This design comes from an exercise in tuning for small area on the open sky130 flow, not from production work. The RTL was checked by simulation tests, not by an equivalence proof against the original design.

Setup of run A:
## key_expansion_ctrl
module key_expansion_ctrl #(
    parameter int KEY_W      = 128,
    parameter int NUM_ROUNDS = 10
) (
    input  logic             clk,
    input  logic             n_rst,
    input  logic             start,
    input  logic [KEY_W-1:0] key_in,
    output logic             busy,
    output logic             done,
    input  logic [3:0]       rd_addr,
    output logic [KEY_W-1:0] rd_key
);
Size in the first run: roughly 780 flip-flops.
export LEC_CHECK = 0
export CAP_MARGIN = 10
export CORE_MARGIN = 2
export CORE_UTILIZATION = 70
export GPL_TIMING_DRIVEN = 0
export SLEW_MARGIN = 10
create_clock -name core_clock -period 10.0 [get_ports {clk}]
standard.sh (not shown) runs the stock make flow with config.mk's settings and CLKGATE_MAP_FILE= SYNTH_SCRIPT=/design/flow/synth_recipe.tcl, a recipe that flattens the netlist after the stock synthesis.
==> flow/flow/run.sh <==
#!/bin/bash
# Own layout flow: the standard layout (standard.sh), with these changes:
#  - synthesis maps the logic with an area-oriented ABC script (synth_area.tcl, area.abc);
#    registers are untouched, so their names and cells are the standard synthesis's;
#  - port buffers use the smallest buffer cell;
#  - clock tree synthesis uses smaller clock buffers and no dummy loads.
# make's full output goes to make_flow.log here; ORFS keeps each step's log under orfs/logs.
set -euo pipefail
here=$(pwd)
export FLOW_ABC_SCRIPT=$here/flow/area.abc
export FLOW_STD_SYNTH=$here/synth_recipe.tcl
sed "s#SYNTH_SCRIPT=[^ ]*#SYNTH_SCRIPT=$here/flow/synth_area.tcl#" standard.sh > own_standard.sh
grep -q "SYNTH_SCRIPT=$here/flow/synth_area.tcl" own_standard.sh
bash own_standard.sh \
  "BUFFER_PORTS_ARGS=-buffer_cell sky130_fd_sc_hd__buf_1" \
  "CTS_ARGS=-sink_clustering_enable -repair_clock_nets -dont_use_dummy_load -buf_list sky130_fd_sc_hd__clkbuf_4 -sink_clustering_size 10 -sink_clustering_max_diameter 30" \
  finish > make_flow.log 2>&1
==> flow/flow/area.abc <==
&get -n
&st
&deepsyn -T 60
&dch
&nf -R 1000 -E 100 -p -C 32 -F 8 -A 4
&put
==> flow/flow/synth_area.tcl <==
# Synthesis as synth_recipe.tcl (the standard synthesis), with one change: ABC maps the
# combinational logic for area (area.abc) instead of with ORFS's delay-oriented script.
# Registers are not touched by abc, so their names and cells stay those of the standard run.
proc abc {args} {
  set i [lsearch -exact $args -script]
  if { $i >= 0 } {
    lset args [expr { $i + 1 }] $::env(FLOW_ABC_SCRIPT)
  }
  yosys abc {*}$args
}
source $::env(FLOW_STD_SYNTH)
Run A closes out successfully: all stages finished, all timing, DRC and antenna checks passed.
The inputs of run B differ from those of run A as listed below.
- a change of CORE_UTILIZATION from 70 to 60
==> flow/flow/area.abc <==
&get -n
&st
&dch
&nf -R 1000 -E 100 -p -C 32 -F 8 -A 4
&put
--- outcome ---
- Comparing fmax for run A and run B, the bigger number came from run A.
- Per the comparison of run B with run A, worst hold slack across all endpoints rose by 0.0040 ns, die footprint moved up, met2 usage has decreased, fill cell total of the finished layout went up, antenna diode count lost 1.
- Compared to run A, run B has final period demand of the worst path 0.86 ns higher.
- The synthesized area on run B is in line with that on run A.
- Looking at wire length, run B sits below run A.
Input changes introduced in run C (baseline for comparison: run B):
- CORE_UTILIZATION now 70, was 60
==> notes.md <==
On non-clock buffer count: run C sits below run B.
met3 layer wire length in the routed design was lower in run B than in run C.
Compared with run B, run C shows a lower weighted congestion at the end of routability-driven global placement.


Starting RTL as in the previous note.
==> flow/design.v (excerpt) <==
module key_expansion_ctrl #(
    parameter int KEY_W      = 128,
    parameter int NUM_ROUNDS = 10
) (
    input  logic             clk,
    input  logic             n_rst,
    input  logic             start,
    input  logic [KEY_W-1:0] key_in,
    output logic             busy,
    output logic             done,
    input  logic [3:0]       rd_addr,
    output logic [KEY_W-1:0] rd_key
);
clock: 10.0 ns
lec_check: 0
cap_margin: 10
core_margin: 2
core_utilization: 70
gpl_timing_driven: 0
slew_margin: 10
==> flow/flow/run.sh <==
#!/bin/bash
# Own layout flow: the standard layout (standard.sh), with these changes:
#  - synthesis maps the logic with an area-oriented ABC script (synth_area.tcl, area.abc);
#    registers are untouched, so their names and cells are the standard synthesis's;
#  - port buffers use the smallest buffer cell;
#  - clock tree synthesis uses smaller clock buffers and no dummy loads.
# make's full output goes to make_flow.log here; ORFS keeps each step's log under orfs/logs.
set -euo pipefail
here=$(pwd)
export FLOW_ABC_SCRIPT=$here/flow/area.abc
export FLOW_STD_SYNTH=$here/synth_recipe.tcl
sed "s#SYNTH_SCRIPT=[^ ]*#SYNTH_SCRIPT=$here/flow/synth_area.tcl#" standard.sh > own_standard.sh
grep -q "SYNTH_SCRIPT=$here/flow/synth_area.tcl" own_standard.sh
bash own_standard.sh \
  "BUFFER_PORTS_ARGS=-buffer_cell sky130_fd_sc_hd__buf_1" \
  "CTS_ARGS=-sink_clustering_enable -repair_clock_nets -dont_use_dummy_load -buf_list {sky130_fd_sc_hd__clkbuf_2 sky130_fd_sc_hd__clkbuf_4} -sink_clustering_size 8 -sink_clustering_max_diameter 30" \
  finish > make_flow.log 2>&1
==> flow/flow/area.abc <==
&get -n
&st
&dch
&nf -R 1000
&put
Scripts as last shown in full above: flow/flow/synth_area.tcl
The starting point finished with timing, DRC and antenna clean.
Next try:
--- a/flow/flow/run.sh
+++ b/flow/flow/run.sh
@@ -15,3 +15,3 @@
   "BUFFER_PORTS_ARGS=-buffer_cell sky130_fd_sc_hd__buf_1" \
-  "CTS_ARGS=-sink_clustering_enable -repair_clock_nets -dont_use_dummy_load -buf_list {sky130_fd_sc_hd__clkbuf_2 sky130_fd_sc_hd__clkbuf_4} -sink_clustering_size 8 -sink_clustering_max_diameter 30" \
+  "CTS_ARGS=-sink_clustering_enable -repair_clock_nets -dont_use_dummy_load -buf_list sky130_fd_sc_hd__clkbuf_4 -sink_clustering_size 10 -sink_clustering_max_diameter 30" \
   finish > make_flow.log 2>&1
Settings changed: CAP_MARGIN 10 to 0, SLEW_MARGIN 10 to 0.
The new run completed without violations.
Final cell count barely changes.
Worst setup slack loses 0.012 ns.
Core utilization went down by 0.15 points.
Global-route usage is about the same.
Critical path depth does not change.
Final area barely changes.
Via count is higher by 0.41%.
Wire length rises by 0.38%.
Sequential share of layout area barely changes.
Register-to-register slack hardly moves.
Next try:
--- a/flow/flow/run.sh
+++ b/flow/flow/run.sh
@@ -15,3 +15,3 @@
   "BUFFER_PORTS_ARGS=-buffer_cell sky130_fd_sc_hd__buf_1" \
-  "CTS_ARGS=-sink_clustering_enable -repair_clock_nets -dont_use_dummy_load -buf_list sky130_fd_sc_hd__clkbuf_4 -sink_clustering_size 10 -sink_clustering_max_diameter 30" \
+  "CTS_ARGS=-sink_clustering_enable -repair_clock_nets -dont_use_dummy_load -buf_list sky130_fd_sc_hd__clkbuf_8 -sink_clustering_size 16 -sink_clustering_max_diameter 40" \
   finish > make_flow.log 2>&1
Settings changed: CAP_MARGIN 0 to 10, SLEW_MARGIN 0 to 10.
What happened: Cell count decreases by 1.2%. Register-to-register slack improves by 0.03 ns. Via count falls by 1.0%.
Next try:
--- a/flow/flow/run.sh
+++ b/flow/flow/run.sh
@@ -15,3 +15,3 @@
   "BUFFER_PORTS_ARGS=-buffer_cell sky130_fd_sc_hd__buf_1" \
-  "CTS_ARGS=-sink_clustering_enable -repair_clock_nets -dont_use_dummy_load -buf_list sky130_fd_sc_hd__clkbuf_8 -sink_clustering_size 16 -sink_clustering_max_diameter 40" \
+  "CTS_ARGS=-sink_clustering_enable -repair_clock_nets -dont_use_dummy_load -buf_list sky130_fd_sc_hd__clkbuf_4 -sink_clustering_size 10 -sink_clustering_max_diameter 30" \
   finish > make_flow.log 2>&1
Outcome: Synthesized cell count stays the same. Die area is unchanged. Routed wire length is lower by 0.47%. Global-route usage climbs by 0.17 points. Final area shrinks by 0.42%.

[afterwards: timing with drivers on the ports]
How much do the figures lean on ideal ports? The routed layouts below were timed once more, with nothing changed but the port constraints. Step 1: set_driving_cell puts a clkbuf_16 on clk and a buf_2 on each other input, an assumption about the parent block. Step 2, shift: input delay + t, output delay - t, t = (earliest + latest rising clock arrival at the registers) / 2. This alone moves slack from input paths to output paths. a / b / c = no drivers / after step 1 / after step 2; a / b = the first two.
run	t (ns)	setup WS [ns]	worst setup path after step 2	latest minus earliest clock arrival (ns)	worst register clock-pin slew, ns
run A	1.056	3.355 / 3.355 / 2.496	input to register	0.104 / 0.104	0.11 / 0.11
run B	1.019	2.492 / 2.502 / 1.483	input to register	0.124 / 0.124	0.11 / 0.11
run C	1.020	2.434 / 2.460 / 1.440	input to register	0.102 / 0.102	0.11 / 0.11
the first run of note 2	1.071	3.189 / 3.189 / 2.696	input to register	0.079 / 0.079	0.09 / 0.09
the second run of note 2	1.071	3.177 / 3.177 / 2.496	input to register	0.099 / 0.100	0.11 / 0.11
the third run of note 2	0.740	3.209 / 3.209 / 2.692	input to register	0.079 / 0.080	0.10 / 0.10
the fourth run of note 2	1.027	3.205 / 3.205 / 2.685	input to register	0.099 / 0.099	0.11 / 0.11
After both steps every run listed still meets setup and hold. For run B, which loses most, drivers alone change the setup slack by +0.010 ns; drivers and shift together by -1.009 ns.
